Background: an optimization exercise with open tools, aiming at small area. Do not read the settings as production practice.
Function was checked by simulation only, so behaviour that the tests miss may differ from the original.
Power figures rest on the tool's default switching activity, not on a simulated workload.

--- flow/config.mk ---
export PLATFORM = sky130hd
export DESIGN_NAME = pio_sm_top
export DESIGN_NICKNAME = pio_sm_top
export VERILOG_FILES = /design/flow/design.v
export SDC_FILE = /design/flow/constraint.sdc
export NUM_CORES = 4
export LEC_CHECK = 0
export ABC_AREA = 1
export CAP_MARGIN = 40
export CORE_MARGIN = 2
export CORE_UTILIZATION = 30
export PLACE_DENSITY = 0.5
export SLEW_MARGIN = 40
--- flow/constraint.sdc ---
create_clock -name core_clock -period 12.0 [get_ports {clk}]
set_input_delay 2.4000 -clock core_clock [delete_from_list [all_inputs] [get_ports {clk}]]
set_output_delay 2.4000 -clock core_clock [all_outputs]
set_load 0.01 [all_outputs]
--- flow/run.sh ---
#!/bin/bash
# synth_recipe.tcl (not shown) runs the flow's synth.tcl, then flattens the netlist and writes it again
# the make line also repeats each setting of config.mk as NAME=value (left out here)
make -C /OpenROAD-flow-scripts/flow DESIGN_CONFIG=/design/flow/config.mk WORK_HOME=/design/flow/orfs CLKGATE_MAP_FILE= SYNTH_SCRIPT=/design/flow/synth_recipe.tcl finish
--- flow/design.v ---
package pio_pkg;
  typedef union packed {
    struct packed {
      logic [2:0] op;
      logic [4:0] delay;
      logic [2:0] op1;           
      logic [4:0] op2;           
    } gen;
    struct packed {
      logic [2:0] op;
      logic [4:0] delay;
      logic [2:0] dest;
      logic [1:0] mov_op;        
      logic [2:0] mov_src;
    } mov;
  } instr_t;
endpackage
module pio_sm_top (
  input  logic                   clk,
  input  logic                   rst_n,
  input  logic                   en,                
  input  logic [15:0]            instr,
  input  logic [32-1:0] input_pins,
  input  logic [32-1:0] din,               
  input  logic                   empty,
  input  logic                   full,
  input  logic                   jmp_pin,
  input  logic [4:0]             pend,
  input  logic [4:0]             wrap_target,
  input  logic [4:0]             pins_out_base,
  input  logic [5:0]             pins_out_count,
  input  logic [4:0]             pins_set_base,
  input  logic [2:0]             pins_set_count,
  input  logic [4:0]             pins_in_base,
  input  logic                   out_shift_dir,     
  input  logic                   in_shift_dir,      
  input  logic [4:0]             osr_threshold,
  output logic [5-1:0] pc,
  output logic                   push,
  output logic                   pull,
  output logic [32-1:0] dout,              
  output logic [32-1:0] output_pins,
  output logic [32-1:0] pin_directions
);
  logic [31:0] x, y, isr_q, osr_q;
  logic [4:0]  isr_ptr, osr_ptr;
  logic [5:0]  osr_cnt;
  logic [4:0]  dcnt;
  function automatic logic [31:0] therm(input logic [4:0] v);
    logic [31:0] t;
    t[0] = 1'b0;
    for (int k = 0; k < 5; k++) begin
      for (int j = 0; j < (1 << k); j++) begin
        t[j + (1 << k)] = v[k] & t[j];
        t[j]            = v[k] | t[j];
      end
    end
    therm = t;
  endfunction
  function automatic logic [31:0] window(input logic [4:0] start, input logic [5:0] cnt);
    logic [5:0]  e;
    logic [31:0] lo, hi;
    e  = {1'b0, start} + cnt;
    lo = therm(start);
    hi = therm(e[4:0]);
    window = cnt[5] ? 32'hffffffff : (e[5] ? (~lo | hi) : (~lo & hi));
  endfunction
  logic [2:0] op, op1, srcA;
  logic [4:0] op2, dly;
  logic [1:0] mov_op;
  assign op     = instr[15:13];
  assign dly    = instr[12:8];
  assign op1    = instr[7:5];
  assign op2    = instr[4:0];
  assign mov_op = instr[4:3];
  logic is_jmp, is_wait, is_in, is_out, is_pp, is_mov, is_set, is_push, is_pull, is_inmov;
  assign is_jmp   = (op == 3'd0);
  assign is_wait  = (op == 3'd1);
  assign is_in    = (op == 3'd2);
  assign is_out   = (op == 3'd3);
  assign is_pp    = (op == 3'd4);
  assign is_mov   = (op == 3'd5);
  assign is_set   = (op == 3'd7);
  assign is_push  = is_pp && !op1[2];
  assign is_pull  = is_pp && op1[2];
  assign is_inmov = is_in || is_mov;
  assign srcA     = is_mov ? instr[2:0] : op1;
  logic rev, inv;
  assign rev = is_mov && (mov_op == 2'd2);
  assign inv = is_mov && (mov_op == 2'd1);
  logic        sdir;
  logic [4:0]  sptr, sstart;
  logic [31:0] swin;
  assign sdir   = is_in ? in_shift_dir : out_shift_dir;
  assign sptr   = is_in ? isr_ptr : osr_ptr;
  assign sstart = sdir ? sptr : sptr - op2;
  assign swin   = window(sstart, {op2 == 5'd0, op2});
  logic sel_pins, sel_x, sel_y, sel_isr, sel_osr, sel_din, sel_op2;
  logic [31:0] raw, rev_raw, rs_in;
  assign sel_pins = (is_inmov && srcA == 3'd0) || is_wait;
  assign sel_x    = (is_inmov && srcA == 3'd1) || (is_jmp && (op1 == 3'd1 || op1 == 3'd2)) ||
                    (is_pull && empty);
  assign sel_y    = (is_inmov && srcA == 3'd2) || (is_jmp && (op1 == 3'd3 || op1 == 3'd4));
  assign sel_isr  = (is_inmov && srcA == 3'd6) || is_push;
  assign sel_osr  = (is_inmov && srcA == 3'd7) || is_out;
  assign sel_din  = is_pull && !empty;
  assign sel_op2  = is_set;
  assign raw      = ({32{sel_pins}} & input_pins) | ({32{sel_x}} & x) | ({32{sel_y}} & y) |
                    ({32{sel_isr}} & isr_q) | ({32{sel_osr}} & osr_q & (is_out ? swin : 32'hffffffff)) |
                    ({32{sel_din}} & din) | ({27'd0, {5{sel_op2}} & op2});
  always_comb for (int i = 0; i < 32; i++) rev_raw[i] = raw[31-i];
  assign rs_in    = (rev ? rev_raw : raw) ^ {32{inv}};
  logic pins_dest;
  logic [4:0] src_off, dst_off, rs_amt;
  assign pins_dest = ((is_out || is_set) && (op1 == 3'd0 || op1 == 3'd4)) ||
                     (is_mov && op1 == 3'd0);
  always_comb begin
    if (is_out)                                  src_off = sstart;
    else if (is_wait)                            src_off = op1[0] ? pins_in_base : 5'd0;
    else if (is_inmov && srcA == 3'd0)      src_off = pins_in_base;
    else if (sel_isr)                            src_off = isr_ptr;
    else if (is_inmov && srcA == 3'd7)       src_off = osr_ptr;
    else                                         src_off = 5'd0;
    if (is_in)                                   dst_off = sstart;
    else if (is_wait)                            dst_off = -op2;
    else if (pins_dest)                          dst_off = is_set ? pins_set_base : pins_out_base;
    else if ((is_out || is_mov) && op1 == 3'd6) dst_off = isr_ptr;
    else if (is_pull || (is_mov && op1 == 3'd7)) dst_off = osr_ptr;
    else                                         dst_off = 5'd0;
  end
  assign rs_amt = (rev ? -src_off : src_off) - dst_off;
  logic [31:0] rs_s0, rs_s1, rs_s2, rs_s3, rs_out;
  assign rs_s0  = rs_amt[0] ? {rs_in[0],     rs_in[31:1]}  : rs_in;
  assign rs_s1  = rs_amt[1] ? {rs_s0[1:0],   rs_s0[31:2]}  : rs_s0;
  assign rs_s2  = rs_amt[2] ? {rs_s1[3:0],   rs_s1[31:4]}  : rs_s1;
  assign rs_s3  = rs_amt[3] ? {rs_s2[7:0],   rs_s2[31:8]}  : rs_s2;
  assign rs_out = rs_amt[4] ? {rs_s3[15:0],  rs_s3[31:16]} : rs_s3;
  logic waiting, fire;
  always_comb begin
    waiting = 1'b0;
    if (is_wait) waiting = !op1[1] && (rs_out[0] != op1[2]);
    else if (is_pp) waiting = op1[0] && (op1[2] ? empty : full);
  end
  assign fire = en && (dcnt == 5'd0) && !waiting;
  logic src_zero, jmp_take;
  assign src_zero = (rs_out == 32'd0);
  always_comb begin
    case (op1)
      3'd0:    jmp_take = 1'b1;
      3'd1:    jmp_take = src_zero;
      3'd2:    jmp_take = !src_zero;
      3'd3:    jmp_take = src_zero;
      3'd4:    jmp_take = !src_zero;
      3'd5:    jmp_take = (x != y);
      3'd6:    jmp_take = jmp_pin;
      default: jmp_take = (osr_cnt < {1'b0, osr_threshold});
    endcase
  end
  logic wr_x, wr_y, sh_isr, ld_isr, ld_osr, wr_pins, wr_dirs, wr_pc, jmp_pc;
  logic dst_x, dst_y;
  assign dst_x   = ((is_out || is_mov || is_set) && op1 == 3'd1) ||
                   (is_jmp && op1 == 3'd2 && !src_zero);
  assign dst_y   = ((is_out || is_mov || is_set) && op1 == 3'd2) ||
                   (is_jmp && op1 == 3'd4 && !src_zero);
  assign wr_x    = fire && dst_x;
  assign wr_y    = fire && dst_y;
  assign sh_isr  = is_in && srcA != 3'd4 && srcA != 3'd5;
  assign ld_isr  = ((is_out || is_mov) && op1 == 3'd6) || is_push;
  assign ld_osr  = is_pull || (is_mov && op1 == 3'd7);
  assign wr_pins = fire && pins_dest && op1 == 3'd0;
  assign wr_dirs = fire && pins_dest && op1 == 3'd4;
  assign jmp_pc  = is_jmp && jmp_take;
  assign wr_pc   = fire && (jmp_pc || ((is_out || is_mov) && op1 == 3'd5));
  logic [31:0] xy_val;
  assign xy_val  = rs_out - {31'd0, is_jmp};
  logic [31:0] pwin;
  assign pwin = is_set ? window(pins_set_base, {3'd0, pins_set_count})
                       : window(pins_out_base, pins_out_count);
  logic [5:0] osr_sum;
  assign osr_sum = osr_cnt + ((op2 == 5'd0) ? 6'd32 : {1'b0, op2});
  always_ff @(posedge clk or negedge rst_n) begin
    if (!rst_n) begin
      x              <= '0;
      y              <= '0;
      isr_q          <= '0;
      isr_ptr        <= '0;
      osr_q          <= '0;
      osr_ptr        <= '0;
      osr_cnt        <= 6'd32;
      dcnt           <= '0;
      pc             <= '0;
      output_pins    <= '0;
      pin_directions <= '0;
    end else begin
      if (wr_x) x <= xy_val;
      if (wr_y) y <= xy_val;
      if (fire) begin
        for (int i = 0; i < 32; i++) begin
          if (ld_isr || (sh_isr && swin[i])) isr_q[i] <= rs_out[i] && !is_push;
          if (ld_osr || (is_out && swin[i])) osr_q[i] <= rs_out[i] && ld_osr;
        end
        if (sh_isr) isr_ptr <= in_shift_dir ? isr_ptr + op2 : isr_ptr - op2;
        if (is_out) osr_ptr <= out_shift_dir ? osr_ptr + op2 : osr_ptr - op2;
        if (ld_osr) osr_cnt <= 6'd0;
        else if (is_out) osr_cnt <= (osr_sum > 6'd32 || osr_sum < osr_cnt) ? 6'd32 : osr_sum;
      end
      if (en) begin
        if (dcnt != 5'd0) dcnt <= dcnt - 5'd1;
        else if (fire) dcnt <= dly;
      end
      if (wr_pc) pc <= jmp_pc ? op2 : rs_out[4:0];
      else if (fire) pc <= (pc == pend) ? wrap_target : pc + 5'd1;
      for (int i = 0; i < 32; i++) begin
        if (wr_pins && pwin[i]) output_pins[i] <= rs_out[i];
        if (wr_dirs && pwin[i]) pin_directions[i] <= rs_out[i];
      end
    end
  end
  assign push = fire && is_push && !full;
  assign pull = fire && is_pull && !empty;
  assign dout = push ? rs_out : 32'd0;
endmodule
==> reports/results.txt, run 1 <==
Status - timing/DRC/antenna clean
DR pass1 iterations - 7
Hold Crit Endpoint - isr_q[23]$_DFFE_PN0P_
GRT overflow - 0
Critical path startpoint category - input pin
Post-Route WL - 104 mm
Critical path's slowest cell - clkdlybuf4s50_1
Leakage power - 11.5 nW
CTS Buffer Depth - 3
CTS H-tree lvls - 1
DRT antenna net count - 0
CP dominant cell by count - nand3_1
Die Span Y - 263 um
Initial antenna violation count - 2
Post-CTS Hold Fix Bufs - 0
Vias in the first global route - 22600
CTS tree - done
DRC - 0
Number of synthesized flops with an enable pin - 0
Die Wd - 263 um
Hold Startpoint - isr_q[23]$_DFFE_PN0P_
CTS Buf Count - 29
Synth cell types - 60
FF-to-FF Start - osr_ptr[0]$_DFFE_PN0P_
GRT Overall Usage - 0.292
Clock Latency Late Sink - 0.61 ns
Top-count cell post-synth - nand2_1
Layout area overhead - 23.3%
Fraction of layout cells with a size suffix above 1 - 0.0767
Syn nets - 3379
Worst setup path class - in2out
Largest net degree at the start of global routing - 96
Instance area at placement - 23500 um^2
Synth warn - 1
Ports - 230
Worst hold path class - reg2reg
Worst reg-to-reg setup slack - 3.84 ns
Worst EP arrival - 9.08 ns
Finished Core Util - 0.375
Design area - 24700 um^2
Die area - 68900 um^2
Max cap viols - 0
Mapped Cells - 3192
Final hold violation count - 0
Vias - 23900
Dpl hpwl - 80.8 mm
Pwr per Cell Area - 235 nW/um^2
Endpoint type of the worst setup path - output port
Yosys reg bits - 218
Fmax - 87.1 MHz
Worst path max stage delay - 0.63 ns
Rel. slew slack - 0.421
Final min period - 11.48 ns
Synthesized cell area - 20100 um^2
Syn avg cell area - 6.28 um^2
CP startpoint - instr[15]
Register area share after synthesis - 0.272
Post-DR vias/cell - 5.60
Port Buffers - 229
Final setup fails - 0
Final net count - 3579
Max Slew Vio Count - 0
Top-area cell type share of the netlist area - 0.271
Routability cong. - 1.03
Area leader, netlist - dfrtp_1
DRT iter0 DRCs - 2844
CTS clock-pin slew for the worst setup and hold paths - 0.06 ns
Global-route wire length before repair - 152 mm
Data required, critical path - 9.60 ns
Final Cycle Share - 0.956
Initial Util - 0.304
Worst Tran Pin Value - 0.865 ns
Hold Path Depth - 2
Synth cell count leaders - nand2_1 (902), nand3_1 (586), nor2_1 (237), dfrtp_1 (217), inv_1 (202)
Ant diodes - 0
Crit Path Max Fanout - 10
Clock Tree Root - clkbuf_16
CORE AREA - 66000 um^2
R2R depth - 45
Synth top area cells - dfrtp_1 (27%), nand2_1 (17%), nand3_1 (15%)
CTS Sinks - 218
Ys flop type - dfrtp_1
Maximum VDD drop - 0.141 mV
Reg2Reg Capture Point - y[4]$_DFFE_PN0P_
Fin Clk Skew - 0.0194 ns
Avg WL per Cell - 24.3 um
Rows - 94
Asr flop ratio synth - 1.00
==> critical path, delay by kind of cell <==
kind,cells,cell delay [ns]
xor gates and xnor gates,1,0.18
and+or+nand+nor,24,2.90
AOI/OAI and AO/OA,3,0.31
adders and majority gates,4,1.47
buffers and inverters,8,1.81
==> registers in the layout, summed over array words and instances (netlist names) <==
name and flops:
isr_ptr 5, x 32, output_pins 32, osr_ptr 5, pin_directions 32, osr_q 32, osr_cnt 6, y 32
dcnt 5, isr_q 32, pc 5
==> what timing repair did <==
action / in CTS / in global routing
endpoints found under the setup margin: 4 / 34
setup buffers: 0 / 2
hold endpoints to repair: 0 / 0
pin swaps: 0 / 1
gates resized for setup: 1 / 43
gates cloned: 0 / 1
==> per-stage QoR <==
stage	TNS, ns	total power, mW	worst slack [ns]	hold WS [ns]	std cells
global placement	0	4.74	0.173	0.472	4218
finish	0	5.81	0.525	0.487	4279
CTS	0	5.69	0.0489	0.491	4275
global route	-0.00360	6.10	-0.00360	0.518	4279
floorplan	0	3.03	1.58	0.452	3192
detailed placement	0	4.71	0.0262	0.472	4221
==> metal layers <==
metal,vias up,share of wire,track usage
met5,-,0,0
met4,0,0.048,0.123
met3,185,0.079,0.0472
met2,1136,0.44,0.461
met1,11400,0.43,0.395
li1,11200,-,-
==> cell type report <==
| type | instances | area [um^2] |
|---|---|---|
| Timing Repair inverter | 1 | 5.00 |
| Clock buffer | 36 | 792 |
| Fill cell | 7192 | 41200 |
| Sequential cell | 218 | 5460 |
| Inverter | 234 | 885 |
| Multi-Input combinational cell | 2586 | 13200 |
| Timing Repair Buffer | 322 | 3130 |
| Tap cell | 864 | 1080 |
| Clock inverter | 18 | 236 |
==> report_power, final <==
group | switching [mW] | leakage [nW] | total, mW | internal, mW
Clock | 0.404 | 0.490 | 0.965 | 0.561
Combinational | 2.77 | 8.10 | 3.82 | 1.06
Sequential | 0.135 | 2.89 | 1.03 | 0.892
==> cell usage in the layout (no fill, tap or decap), types with 50 or more instances in the layout <==
master and n:
a21oi_1 185, buf_4 86, clkdlybuf4s50_1 203, dfrtp_1 217
ha_1 50, inv_1 198, nand2_1 897, nand3_1 586
nor2_1 233, o21ai_0 175, xnor2_1 50
==> logic make-up (layout without fill, tap and decap cells) <==
| logic type | count (synthesis) | in the layout | share of synthesized area |
|---|---|---|---|
| compound gates | 571 | 571 | 0.163 |
| xor+xnor | 87 | 87 | 0.0384 |
| fa+ha+maj | 61 | 61 | 0.0409 |
| buf+inv | 388 | 611 | 0.0800 |
| flops | 218 | 218 | 0.272 |
| mux | 3 | 3 | 0.00168 |
| simple gates | 1864 | 1864 | 0.404 |
==> how the worst max path moves through the flow <==
| stage | end | slack [ns] |
|---|---|---|
| after floorplan | dout[10] | 1.58 |
| after global placement | dout[6] | 0.17 |
| after detailed placement | dout[31] | 0.03 |
| after CTS | dout[17] | 0.05 |
| after global routing | dout[8] | -0.004 |
| final | dout[10] | 0.52 |
==> run 2: changes to the inputs <==
==> flow/flow/run.sh (new file) <==
#!/bin/bash
# Layout with an area-only technology mapping: the standard synthesis script,
# with ABC's mapping script replaced by flow/area.abc, then the standard
# layout steps from floorplan to finish.
set -euo pipefail
W=$(pwd)
cat > "$W/area_synth.tcl" <<EOT
proc abc {args} {
  set out {}
  set skip 0
  foreach a \$args {
    if {\$skip} { lappend out {$W/flow/area.abc}; set skip 0; continue }
    if {\$a eq "-script"} { set skip 1 }
    lappend out \$a
  }
  yosys abc {*}\$out
}
source {$W/synth_recipe.tcl}
EOT
make -C "$FLOW_HOME" DESIGN_CONFIG="$W/config.mk" WORK_HOME="$W/orfs" CLKGATE_MAP_FILE= \
  SYNTH_SCRIPT="$W/area_synth.tcl" synth > "$W/synth.log" 2>&1
bash "$W/standard.sh" > "$W/layout.log" 2>&1
==> flow/flow/area.abc (new file) <==
strash
dch
amap
strash
dch
amap
topo
==> flow/standard.sh (new file) <==
#!/bin/bash
# synth_recipe.tcl (not shown) runs the flow's synth.tcl, then flattens the netlist and writes it again
# the make line also repeats each setting of config.mk as NAME=value (left out here)
make -C /OpenROAD-flow-scripts/flow DESIGN_CONFIG=/design/flow/config.mk WORK_HOME=/design/flow/orfs CLKGATE_MAP_FILE= SYNTH_SCRIPT=/design/flow/synth_recipe.tcl "${@:-finish}"
removed: flow/run.sh
==> reports/results.txt, run 2 <==
Status - timing/DRC/antenna clean (unchanged)
Vias in the first global route - 21400 (was 22600)
Ys flop type - dfrtp_1 (unchanged)
Area leader, netlist - dfrtp_1 (unchanged)
Register share of total power - 0.161 (was 0.177)
Asr flop ratio synth - 1.00 (unchanged)
Endpoint type of the worst setup path - output port (unchanged)
Top-count cell post-synth - nor2_1 (was nand2_1)
Combinational cell fraction of total power - 0.710 (was 0.657)
Port Buffers - 229 (unchanged)
Die Wd - 243 um (was 263 um)
Finished Core Util - 0.453 (was 0.375)
Clock Latency Late Sink - 0.59 ns (was 0.61 ns)
Final net count - 3191 (was 3579)
Rows - 87 (was 94)
CTS Buf Count - 28 (was 29)
Final hold violation count - 0 (unchanged)
Register area share after synthesis - 0.319 (was 0.272)
Finished Layout Cells - 3783 (was 4279)
Final setup fails - 0 (unchanged)
GRT overflow - 0 (unchanged)
Max Slew Vio Count - 0 (unchanged)
DRT antenna net count - 0 (unchanged)
Clock Tree Root - clkbuf_16 (unchanged)
Fmax - 84.7 MHz (was 87.1 MHz)
Sw Share - 0.485 (was 0.569)
GRT Overall Usage - 0.312 (was 0.292)
Worst path max stage delay - 0.55 ns (was 0.63 ns)
Worst setup path class - in2out (unchanged)
Vias - 22100 (was 23900)
Synth cell types - 51 (was 60)
Critical path startpoint category - input pin (unchanged)
Crit Path Max Fanout - 8 (was 10)
Yosys reg bits - 218 (unchanged)
Initial Util - 0.303 (was 0.304)
Synth warn - 1 (unchanged)
Global-route wire length before repair - 140 mm (was 152 mm)
CTS clock-pin slew for the worst setup and hold paths - 0.06 ns (about the same)
CP dominant cell by count - buf_4 (was nand3_1)
Rel. slew slack - 0.382 (was 0.421)
Pwr per Cell Area - 289 nW/um^2 (was 235 nW/um^2)
CTS Sinks - 218 (unchanged)
Most frequent cells in the layout - nor2_1 (397), buf_4 (397), clkinv_1 (278) (was nand2_1 (897), nand3_1 (586), nor2_1 (233))
Die area - 58900 um^2 (was 68900 um^2)
CTS Buffer Depth - 3 (unchanged)
Die Span Y - 243 um (was 263 um)
Avg WL per Cell - 25.2 um (was 24.3 um)
CTS H-tree lvls - 1 (unchanged)
Final Cycle Share - 0.983 (was 0.956)
Mapped Cells - 2325 (was 3192)
Top-area cell type share of the netlist area - 0.318 (was 0.271)
Leakage power - 10.2 nW (was 11.5 nW)
Number of synthesized flops with an enable pin - 0 (unchanged)
Syn nets - 2512 (was 3379)
Synthesized cell area - 17100 um^2 (was 20100 um^2)
Worst Tran Pin Value - 0.917 ns (was 0.865 ns)
Post-CTS Hold Fix Bufs - 0 (unchanged)
Hold slack - 0.494 ns (was 0.487 ns)
WP buf/inv - 23 (was 8)
Clock network fraction of total power - 0.128 (was 0.166)
DRT iter0 DRCs - 2299 (was 2844)
Placed Cells incl. Taps - 3692 (was 4221)
Fraction of layout cells with a size suffix above 1 - 0.216 (was 0.0767)
CTS tree - done (unchanged)
RSZ-0062 raised after global routing - true
Ports - 230 (unchanged)
Largest net degree at the start of global routing - 84 (was 96)
Layout area overhead - 49.4% (was 23.3%)
Initial antenna violation count - 5 (was 2)
Syn avg cell area - 7.35 um^2 (was 6.28 um^2)
Data required, critical path - 9.60 ns (about the same)
Post-Route WL - 95.2 mm (was 104 mm)
Maximum VDD drop - 0.161 mV (was 0.141 mV)
Worst hold path class - reg2reg (unchanged)
Total power - 7.38 mW (was 5.81 mW)
Fin Clk Skew - 0.0225 ns (was 0.0194 ns)
Post-DR vias/cell - 5.84 (was 5.60)
Synth cell count leaders - nor2_1 (443), clkinv_1 (291), a21oi_1 (241), o22ai_1 (230), dfrtp_1 (217) (was nand2_1 (902), nand3_1 (586), nor2_1 (237), dfrtp_1 (217), inv_1 (202))
Final min period - 11.80 ns (was 11.48 ns)
Critical path's slowest cell - fa_2 (was clkdlybuf4s50_1)
DRC - 0 (unchanged)
CORE AREA - 56400 um^2 (was 66000 um^2)
DR pass1 iterations - 8 (was 7)
Sw Pwr - 3.58 mW (was 3.31 mW)
Max cap viols - 0 (unchanged)
Worst EP arrival - 9.40 ns (was 9.08 ns)
Routability cong. - 0.957 (was 1.03)
Dpl hpwl - 72.7 mm (was 80.8 mm)
Internal power - 3.80 mW (was 2.51 mW)
Synth top area cells - dfrtp_1 (32%), nor2_1 (9.7%), o22ai_1 (8.4%) (was dfrtp_1 (27%), nand2_1 (17%), nand3_1 (15%))
CP top delay family - buffers and inverters (was simple AND/OR/NAND/NOR gates)
==> run 2: changes by cell type in the layout (fill, tap and decap cells not counted), moves of 34 or more <==
cell      previous run  this run
nand3_1            586        24
o32ai_1              0        37
nand2_1            897       147
nor2_1             233       397
clkinv_1             5       278
a21oi_1            185       219
inv_1              198         0
o22ai_1             13       213
o22a_1               0       117
xnor2_1             50         0
o21a_1               3        45
o31ai_1             40         4
buf_4               86       397
==> run 2: final timing paths <==
kind / start / endpoint / cells past startpoint / slack (ns)
hold reg to reg: isr_q[7]$_DFFE_PN0P_ / isr_q[7]$_DFFE_PN0P_ / 1 / 0.49
setup reg to reg: osr_ptr[0]$_DFFE_PN0P_ / y[30]$_DFFE_PN0P_ / 59 / 2.48
hold / removal: isr_q[7]$_DFFE_PN0P_ / isr_q[7]$_DFFE_PN0P_ / 1 / 0.49
setup / recovery: instr[14] / dout[15] / 47 / 0.20
min in group asynchronous: rst_n / pin_directions[2]$_DFFE_PN0P_ / 1 / 1.80
max in group asynchronous: rst_n / x[14]$_DFFE_PN0P_ / 2 / 8.94
==> run 2: logic make-up after synthesis <==
group                    Yosys count  synth area share
adder cells (fa/ha/maj)           60            0.0475
AO/OA/AOI/OAI                   1067             0.408
AND/OR/NAND/NOR                  689             0.161
flip-flops                       218             0.319
buffers and inverters            291            0.0640
==> run 2: final cells by class <==
cell class	instances	area (um^2)
tap	756	946
clock buffer	36	801
clock inverter	16	224
timing repair buffer	649	5610
fill	5775	30900
antenna	1	2.50
inverter	291	1120
sequential	218	5460
multi-input combinational	1816	11400
==> run 2: through the flow <==
step	area, um^2	TNS, ns	worst slack (ns)
detailed placement	23600	-46.11	-1.04
global route	25500	-3.31	-0.180
finish	25500	0	0.199
CTS	25200	0	0.00515
global placement	23500	-42.25	-0.961
floorplan	17200	-0.861	-0.0286
==> run 2: power by group through the flow <==
stage	sequential, mW	clock [mW]	combinational (mW)
finish	1.19	0.949	5.24
global route	1.22	0.986	5.56
CTS	1.18	0.962	5.07
detailed placement	1.19	0	4.83
global placement	1.18	0	4.82
floorplan	1.17	0	2.14
==> run 2: worst reg2reg max path: cells and delay by family (launching register included) <==
| kind | cells | cell delay [ns] |
|---|---|---|
| buffers and inverters | 26 | 2.79 |
| adders and majority gates | 4 | 1.01 |
| and+or+nand+nor | 13 | 1.88 |
| AOI/OAI and AO/OA | 16 | 3.22 |
| DFF | 1 | 0.50 |
==> run 2: repair_timing <==
item / CTS / global route
pin swaps: 29 / 42
resized for setup: 221 / 99
gates cloned: 3 / 0
buffers inserted: 29 / 6
endpoints found under the setup margin: 42 / 42
==> run 2: metal layers <==
| metal | track usage | wire length (um) | vias up |
|---|---|---|---|
| met2 | 0.516 | 43900 | 961 |
| met3 | 0.0525 | 7350 | 172 |
| li1 | - | - | 10200 |
| met4 | 0.107 | 3810 | 8 |
| met1 | 0.414 | 40100 | 10800 |
| met5 | 0 | 51 | - |

[re-timing with driven ports]
How much do the figures lean on ideal ports? The routed layouts below were timed once more, with nothing changed but the port constraints.
Step 1 sets driving cells, clkbuf_16 on the clock port and buf_2 on the other inputs (assumed; they add their load-dependent delay and slew).
Step 2, shift: input delay + t, output delay - t, t = (earliest + latest rising clock arrival at the registers) / 2. This alone moves slack from input paths to output paths.
Slacks: ideal ports / drivers / drivers and shift; pairs: ideal ports / drivers.
run | t (ns) | slack for setup (ns) | hold WS [ns] | clock arrival spread, ns
run 1 | 0.665 | 0.525 / 0.499 / 0.499 | 0.487 / 0.487 / 0.487 | 0.019 / 0.019
run 2 | 0.644 | 0.199 / 0.146 / 0.059 | 0.494 / 0.494 / 0.494 | 0.023 / 0.022
After both steps every run listed still meets setup and hold. The setup slack of run 2, which loses most, moves by -0.053 ns with the drivers and by -0.140 ns with both steps.
